From an optimization exercise on the open Yosys and OpenROAD flow, aimed at small area, a short achievable clock period and few clock cycles; shortcuts taken in it are not production practice.
In this exercise RTL edits were held to simulation tests only and were not proved equivalent to the original.

===== run.sh =====
#!/bin/bash
# synth_recipe.tcl (not shown) runs the flow's synth.tcl, then flattens the netlist and writes it again
# the make line also repeats each setting of config.mk as NAME=value (left out here)
make -C /OpenROAD-flow-scripts/flow DESIGN_CONFIG=/design/flow/config.mk WORK_HOME=/design/flow/orfs CLKGATE_MAP_FILE= SYNTH_SCRIPT=/design/flow/synth_recipe.tcl finish

===== config.mk =====
export PLATFORM = sky130hd
export DESIGN_NAME = mcu_test_sequencer
export DESIGN_NICKNAME = mcu_test_sequencer
export VERILOG_FILES = /design/flow/design.v
export SDC_FILE = /design/flow/constraint.sdc
export NUM_CORES = 4
export LEC_CHECK = 0
export CAP_MARGIN = 20
export CORE_MARGIN = 2
export CORE_UTILIZATION = 40
export SLEW_MARGIN = 20

===== constraint.sdc =====
create_clock -name core_clock -period 6.5 [get_ports {clk_sys}]
set_input_delay 1.3000 -clock core_clock [delete_from_list [all_inputs] [get_ports {clk_sys}]]
set_output_delay 1.3000 -clock core_clock [all_outputs]
set_load 0.01 [all_outputs]

===== design.v =====
module mcu_test_sequencer #(
  parameter int unsigned DEPTH     = 64,
  parameter int unsigned ADDR_W    = $clog2(DEPTH),
  parameter int unsigned DATA_W    = 16,
  parameter bit          SIGN_EXT  = 1'b1,
  parameter int unsigned ROM_LAT   = 1,
  parameter logic [31:0] FINISH_PC = 32'h64,
  parameter int unsigned TIMEOUT   = 20'hFFFFF,
  parameter int unsigned CNT_W     = 20
) (
  input  logic              clk_sys,
  input  logic              rst_sync,
  input  logic              start,
  output logic [ADDR_W-1:0] rom_addr,
  input  logic [DATA_W-1:0] rom_rdata,
  output logic [ADDR_W-1:0] ram_addr,
  output logic              ram_we,
  output logic [DATA_W-1:0] ram_wdata,
  output logic              cpu_rst,
  input  logic [31:0]       cpu_pc,
  input  logic [31:0]       cpu_mem_addr,
  input  logic              cpu_mem_we,
  input  logic [31:0]       cpu_mem_wdata,
  output logic [31:0]       cpu_mem_rdata,
  output logic              busy,
  output logic              done,
  output logic              timeout_err,
  output logic [CNT_W-1:0]  cycle_cnt
);
  typedef enum logic [2:0] {
    S_IDLE, S_LD_ADDR, S_LD_WAIT, S_LD_CAPT, S_RUN, S_WB, S_DONE, S_ERR
  } state_e;
  localparam logic [ADDR_W-1:0] IDX_LAST  = ADDR_W'(DEPTH - 1);
  localparam logic [2:0]        WAIT_LAST = 3'(ROM_LAT - 1);
  localparam logic [CNT_W-1:0]  RUN_LAST  = CNT_W'(TIMEOUT - 1);
  localparam logic [31:0]       EXT_MASK  =
    (DATA_W >= 32) ? 32'h0 : ~((32'h1 << DATA_W) - 32'h1);
  state_e            state_q, state_d;
  logic [ADDR_W-1:0] idx_q, idx_d;
  logic [2:0]        wait_q, wait_d;
  logic [CNT_W-1:0]  run_cnt_q, run_cnt_d;
  logic [CNT_W-1:0]  cycle_cnt_q, cycle_cnt_d;
  logic              cpu_rst_q, cpu_rst_d;
  logic              ram_we_q, ram_we_d;
  logic              busy_q, busy_d;
  logic              done_q, done_d;
  logic              timeout_err_q, timeout_err_d;
  logic [31:0]       mem_q [DEPTH];
  logic              mem_we;
  logic [ADDR_W-1:0] mem_waddr;
  logic [31:0]       mem_wdata;
  logic [31:0]       ext_rdata;
  logic [ADDR_W-1:0] cpu_idx;
  logic              cpu_in_range;
  logic              cnt_en;
  logic              unused_byte_lane;
  assign ext_rdata = (SIGN_EXT && rom_rdata[DATA_W-1]) ? (32'(rom_rdata) | EXT_MASK)
                                                       : 32'(rom_rdata);
  assign cpu_idx          = cpu_mem_addr[ADDR_W+1:2];
  assign cpu_in_range     = (cpu_mem_addr[31:ADDR_W+2] == '0);
  assign unused_byte_lane = ^cpu_mem_addr[1:0];
  assign cpu_mem_rdata = (state_q == S_RUN && cpu_in_range) ? mem_q[cpu_idx] : 32'h0;
  always_comb begin
    state_d     = state_q;
    idx_d       = idx_q;
    wait_d      = wait_q;
    run_cnt_d   = run_cnt_q;
    cycle_cnt_d = cycle_cnt_q;
    mem_we      = 1'b0;
    mem_waddr   = idx_q;
    mem_wdata   = ext_rdata;
    cnt_en = (state_q == S_RUN);
    if (cnt_en && cycle_cnt_q != '1) cycle_cnt_d = cycle_cnt_q + 1'b1;
    case (state_q)
      S_IDLE: begin
        state_d     = S_LD_ADDR;
        idx_d       = '0;
        run_cnt_d   = '0;
        cycle_cnt_d = '0;
      end
      S_LD_ADDR: begin
        state_d = S_LD_WAIT;
        wait_d  = '0;
      end
      S_LD_WAIT: begin
        if (wait_q == WAIT_LAST) state_d = S_LD_CAPT;
        else                     wait_d  = wait_q + 3'd1;
      end
      S_LD_CAPT: begin
        mem_we = 1'b1;
        if (idx_q == IDX_LAST) begin
          state_d   = S_RUN;
          idx_d     = '0;
          run_cnt_d = '0;
        end else begin
          state_d = S_LD_ADDR;
          idx_d   = idx_q + 1'b1;
        end
      end
      S_RUN: begin
        run_cnt_d = run_cnt_q + 1'b1;
        if (cpu_pc == FINISH_PC) begin
          state_d = S_WB;
          idx_d   = '0;
        end else if (run_cnt_q == RUN_LAST) begin
          state_d = S_ERR;
        end
        if (cpu_mem_we && cpu_in_range) begin
          mem_we    = 1'b1;
          mem_waddr = cpu_idx;
          mem_wdata = cpu_mem_wdata;
        end
      end
      S_WB: begin
        if (idx_q == IDX_LAST) state_d = S_DONE;
        else                   idx_d   = idx_q + 1'b1;
      end
      S_DONE, S_ERR: begin
        if (start) begin
          state_d     = S_LD_ADDR;
          idx_d       = '0;
          run_cnt_d   = '0;
          cycle_cnt_d = '0;
        end
      end
      default: state_d = S_IDLE;
    endcase
    cpu_rst_d     = (state_d != S_RUN);
    ram_we_d      = (state_d == S_WB);
    busy_d        = (state_d == S_LD_ADDR) || (state_d == S_LD_WAIT) || (state_d == S_LD_CAPT) ||
                    (state_d == S_RUN) || (state_d == S_WB);
    done_d        = (state_d == S_DONE);
    timeout_err_d = (state_d == S_ERR);
  end
  always_ff @(posedge clk_sys or posedge rst_sync) begin
    if (rst_sync) begin
      state_q       <= S_IDLE;
      idx_q         <= '0;
      wait_q        <= '0;
      run_cnt_q     <= '0;
      cycle_cnt_q   <= '0;
      cpu_rst_q     <= 1'b1;
      ram_we_q      <= 1'b0;
      busy_q        <= 1'b0;
      done_q        <= 1'b0;
      timeout_err_q <= 1'b0;
    end else begin
      state_q       <= state_d;
      idx_q         <= idx_d;
      wait_q        <= wait_d;
      run_cnt_q     <= run_cnt_d;
      cycle_cnt_q   <= cycle_cnt_d;
      cpu_rst_q     <= cpu_rst_d;
      ram_we_q      <= ram_we_d;
      busy_q        <= busy_d;
      done_q        <= done_d;
      timeout_err_q <= timeout_err_d;
    end
  end
  always_ff @(posedge clk_sys) begin
    if (mem_we) mem_q[mem_waddr] <= mem_wdata;
  end
  assign rom_addr    = idx_q;
  assign ram_addr    = idx_q;
  assign ram_wdata   = mem_q[idx_q][DATA_W-1:0];
  assign ram_we      = ram_we_q;
  assign cpu_rst     = cpu_rst_q;
  assign busy        = busy_q;
  assign done        = done_q;
  assign timeout_err = timeout_err_q;
  assign cycle_cnt   = cycle_cnt_q;
endmodule

==> flow_metrics.env <==
export IMPL_final_cells=7980
export IMPL_finalPower_mw=27.9
export IMPL_dp_slack_ns=0.328
export IMPL_clock_sinks=2105
export IMPL_clockPowerShare_pct=41.9
export IMPL_syn_nets=4540
export IMPL_post_cts_buffers=0
export IMPL_ys_types=66
export IMPL_hp_class="reg -> reg"
export IMPL_crit_top_cell="mux4_2"
export IMPL_power_switching_share_pct=21.7
export IMPL_clock_path_buffers=3
export IMPL_worst_ir_drop_vdd_v=0.000272
export IMPL_status="no timing/DRC/antenna violations"
export IMPL_async_flop_share_pct=2.71
export IMPL_via_per_inst=6.19
export IMPL_dp_hpwl_um=155000
export IMPL_insertion_delay_ns=0.88
export IMPL_cp_buffers_inverters=2
export IMPL_rows=174
export IMPL_cts_tree="done"
export IMPL_htreeDepth=4
export IMPL_seqPwrFrac_pct=53.4
export IMPL_grt_pass1_vias=49460
export IMPL_setup_viol=0
export IMPL_p_per_area_nw_per_um2=266
export IMPL_fmax_mhz=163
export IMPL_grt_pass1_wl_um=379000
export IMPL_cts_resized_gates=0
export IMPL_seq_area_frac_synth_pct=69.7
export IMPL_post_synth_inst_count=4418
export IMPL_clk_pin_slew_ns=0.06
export IMPL_antenna_left=0
export IMPL_hold_viol=0
export IMPL_die_h_um=479
export IMPL_dp_cells=7592
export IMPL_syn_area_sq_um=90300
export IMPL_synth_ff_latch_count=2105
export IMPL_placed_area_sq_um=98300
export IMPL_comb_power_share_pct=4.7
export IMPL_fin_ws_ns=0.383
export IMPL_tightest_slew_ns=1.12
export IMPL_critPathKind="reg -> out"
export IMPL_dieArea_sq_um=229000
export IMPL_fin_nets=4933
export IMPL_power_leakage_nw=32.4
export IMPL_holdPathStages=1
export IMPL_wl_um=272000
export IMPL_final_core_util_pct=46.7
export IMPL_numCtsBuffers=209
export IMPL_synthToLayoutAreaGrowth_pct=16.3
export IMPL_critPathTopFamily="buffers and inverters"
export IMPL_holdWs_ns=0.495
export IMPL_period_share_pct=94.1
export IMPL_fin_area_sq_um=105000
export IMPL_crit_path_start_kind="flop"
export IMPL_yosysWarnings=1
export IMPL_synth_edff_count=2048
export IMPL_fin_crit_ns=6.12
export IMPL_die_x_um=479
export IMPL_coreArea_sq_um=225000
export IMPL_cpMaxStageDelayCell="dfrtp_4"
export IMPL_path_cells="buf_4 -> mux4_2 -> mux4_2 -> a22oi_1 -> nor2_1 -> clkdlybuf4s50_1"
export IMPL_clockRootBuffer="clkbuf_16"
export IMPL_cp_data_required_time_ns=5.20
export IMPL_rsz0062_at_grt="false"
export IMPL_fin_worst_skew_ns=0.0573
export IMPL_drive_gt1_share_pct=30.6
export IMPL_grt_ovfl_total=0
export IMPL_wire_per_inst_um=34.0
export IMPL_dr_pass1_iters=5
export IMPL_maxCapViolations=0
export IMPL_globalplace_congestion=0.786
export IMPL_grt_usage_pct=23.5
export IMPL_reg2reg_depth=9
export IMPL_p_sw_mw=6.04
export IMPL_slew_limit_headroom_pct=24.9
export IMPL_drc=0
export IMPL_cts_hold_buf=0
export IMPL_crit_path_end_kind="output port"
export IMPL_synth_flop_cell="edfxtp_1"
export IMPL_slowest_delay_ns=1.12
export IMPL_crit_arrival_ns=4.82
export IMPL_syn_avg_cell_area_sq_um=20.4
export IMPL_drt_iter0_markers=6320
export IMPL_internal_power_mw=21.8
export IMPL_initial_utilization_pct=40.2
export IMPL_portBuffers=198
export IMPL_antenna_found_initial=11
export IMPL_tns_ns=0
export IMPL_report_final_slew_viol_count=0
export IMPL_vias=49391
export IMPL_worstPathMaxFanout=55
export IMPL_grt_max_degree=68
export IMPL_cp_depth=6
export IMPL_floorplan_io_pins=201
[metal layers]
metal  up-vias  global-route usage [%]  part of all wire, %
met5         -                       0                    0
met4         0                    7.89                  3.4
met3       421                    4.16                  9.0
met2      2497                    37.6                   48
met1     26866                    32.6                   40
li1      19607                       -                    -
[final cells by class]
type,count,area (sq um)
Sequential cell,2105,62900
Tap cell,2992,3740
Inverter,15,63.8
Clock inverter,132,1130
Antenna cell,3,7.51
Fill cell,18710,120000
Timing Repair Buffer,481,5170
Clock buffer,253,5420
Multi-Input combinational cell,1999,26500
[sequential cells by signal, indices dropped and copies added, names as in the netlist]
name and cells:
done_q 1, state_q 3, cycle_cnt_q 20, busy_q 1, mem_q 2048, ram_we_q 1
timeout_err_q 1, wait_q 3, idx_q 6, run_cnt_q 20, cpu_rst_q 1
[layout by cell type (no fill, tap or decap), drive strengths merged, types with 6 or more instances in the layout]
cell | netlist | routed
edfxtp | 2048 | 2048
mux4 | 813 | 813
buf | 169 | 288
clkbuf | 130 | 253
nand2 | 240 | 240
clkdlybuf4s50 | 0 | 193
nor2 | 180 | 180
mux2i | 162 | 162
clkinv | 1 | 115
a211oi | 61 | 61
dfrtp | 56 | 56
o21ai | 55 | 55
a22oi | 50 | 50
and2 | 46 | 46
a31oi | 37 | 37
a21oi | 31 | 31
nor2b | 31 | 31
nand3 | 30 | 30
a2111oi | 21 | 21
nand4 | 18 | 18
o22ai | 17 | 17
nor3 | 17 | 17
inv | 14 | 17
mux2 | 15 | 15
xor2 | 14 | 14
a32oi | 14 | 14
nor4 | 14 | 14
a32o | 13 | 13
a221oi | 12 | 12
bufinv | 0 | 12
and3 | 12 | 12
or3 | 11 | 11
xnor2 | 9 | 9
nand2b | 8 | 8
a311oi | 7 | 7
and4 | 6 | 6
o221ai | 6 | 6
ha | 6 | 6
[cells in the mapped netlist, drive strengths merged (15+ instances only)]
master	n	area (sq um)
nor3	17	85.1
mux2	15	169
edfxtp	2048	61500
a31oi	37	231
buf	169	1050
a22oi	50	375
dfrtp	56	1400
o21ai	55	275
and2	46	288
nor2b	31	194
clkbuf	130	488
mux2i	162	1620
nand2	240	901
nand4	18	113
o22ai	17	106
a211oi	61	458
nor2	180	676
a2111oi	21	190
mux4	813	18300
a21oi	31	155
nand3	30	155
[worst reg2reg max path, stage by stage, from the launching register on]
cell     delay (ns)
dfrtp_1        0.55
nor3b_1        0.23
buf_4          0.25
and3_1         0.22
and3_4         0.48
buf_4          0.41
mux2_2         0.31
nand3_1        0.51
nor2_4         0.51
buf_4          0.48
[power groups by stage]
stage               registers, mW  clock network, mW  logic, mW
floorplan                    15.2                  0      0.763
global placement             15.2                  0       1.31
detailed placement           15.2                  0       1.33
CTS                          14.9               11.8       1.33
global route                 14.9               12.3       1.39
finish                       14.9               11.7       1.32
[path summary, 6_finish.rpt]
path | start | end | slack (ns)
max reg2reg | state_q[2]$_DFF_PP0_ | mem_q[63][14]$_DFFE_PP_ | 2.13
min reg2reg | run_cnt_q[8]$_DFFE_PP0P_ | run_cnt_q[8]$_DFFE_PP0P_ | 0.49
min | run_cnt_q[8]$_DFFE_PP0P_ | run_cnt_q[8]$_DFFE_PP0P_ | 0.49
min in group asynchronous | rst_sync | wait_q[0]$_DFFE_PP0P_ | 0.96
max | idx_q[1]$_DFFE_PP0P_ | ram_wdata[8] | 0.38
max in group asynchronous | rst_sync | idx_q[3]$_DFFE_PP0P_ | 4.96
[cell families after synthesis]
family | synth area share, %
adders and majority gates | 0.0832
xor gates and xnor gates | 0.223
and+or+nand+nor | 3.15
DFF | 69.7
buffers and inverters | 1.76
muxes | 22.3
AOI/OAI and AO/OA | 2.81
Testbench counts, summed over its fixed seeds: cycles 23,001.

==> what the ideal ports hide <==
No port has a modelled driver above. Below, the same layout with a new extraction and two added sets of constraints.
Step 1 sets driving cells, clkbuf_16 on the clock port and buf_2 on the other inputs (assumed; they add their load-dependent delay and slew).
Step 2 moves the port delays by t, midway between the first and last clock arrival at a register: inputs arrive t later, outputs are due t later. That takes back most of the time a late clock gives input paths.
Three values: ideal ports, drivers, drivers and shift; two values: the first two.
t, ns: 0.931
setup slack, ns: 0.383 / 0.303 / 0.434
worst setup path at the end: input to output
pins driven straight from the clock port: 1
After both steps this run still meets setup and hold. For this run, drivers alone change the setup slack by -0.080 ns; drivers and shift together by +0.051 ns.
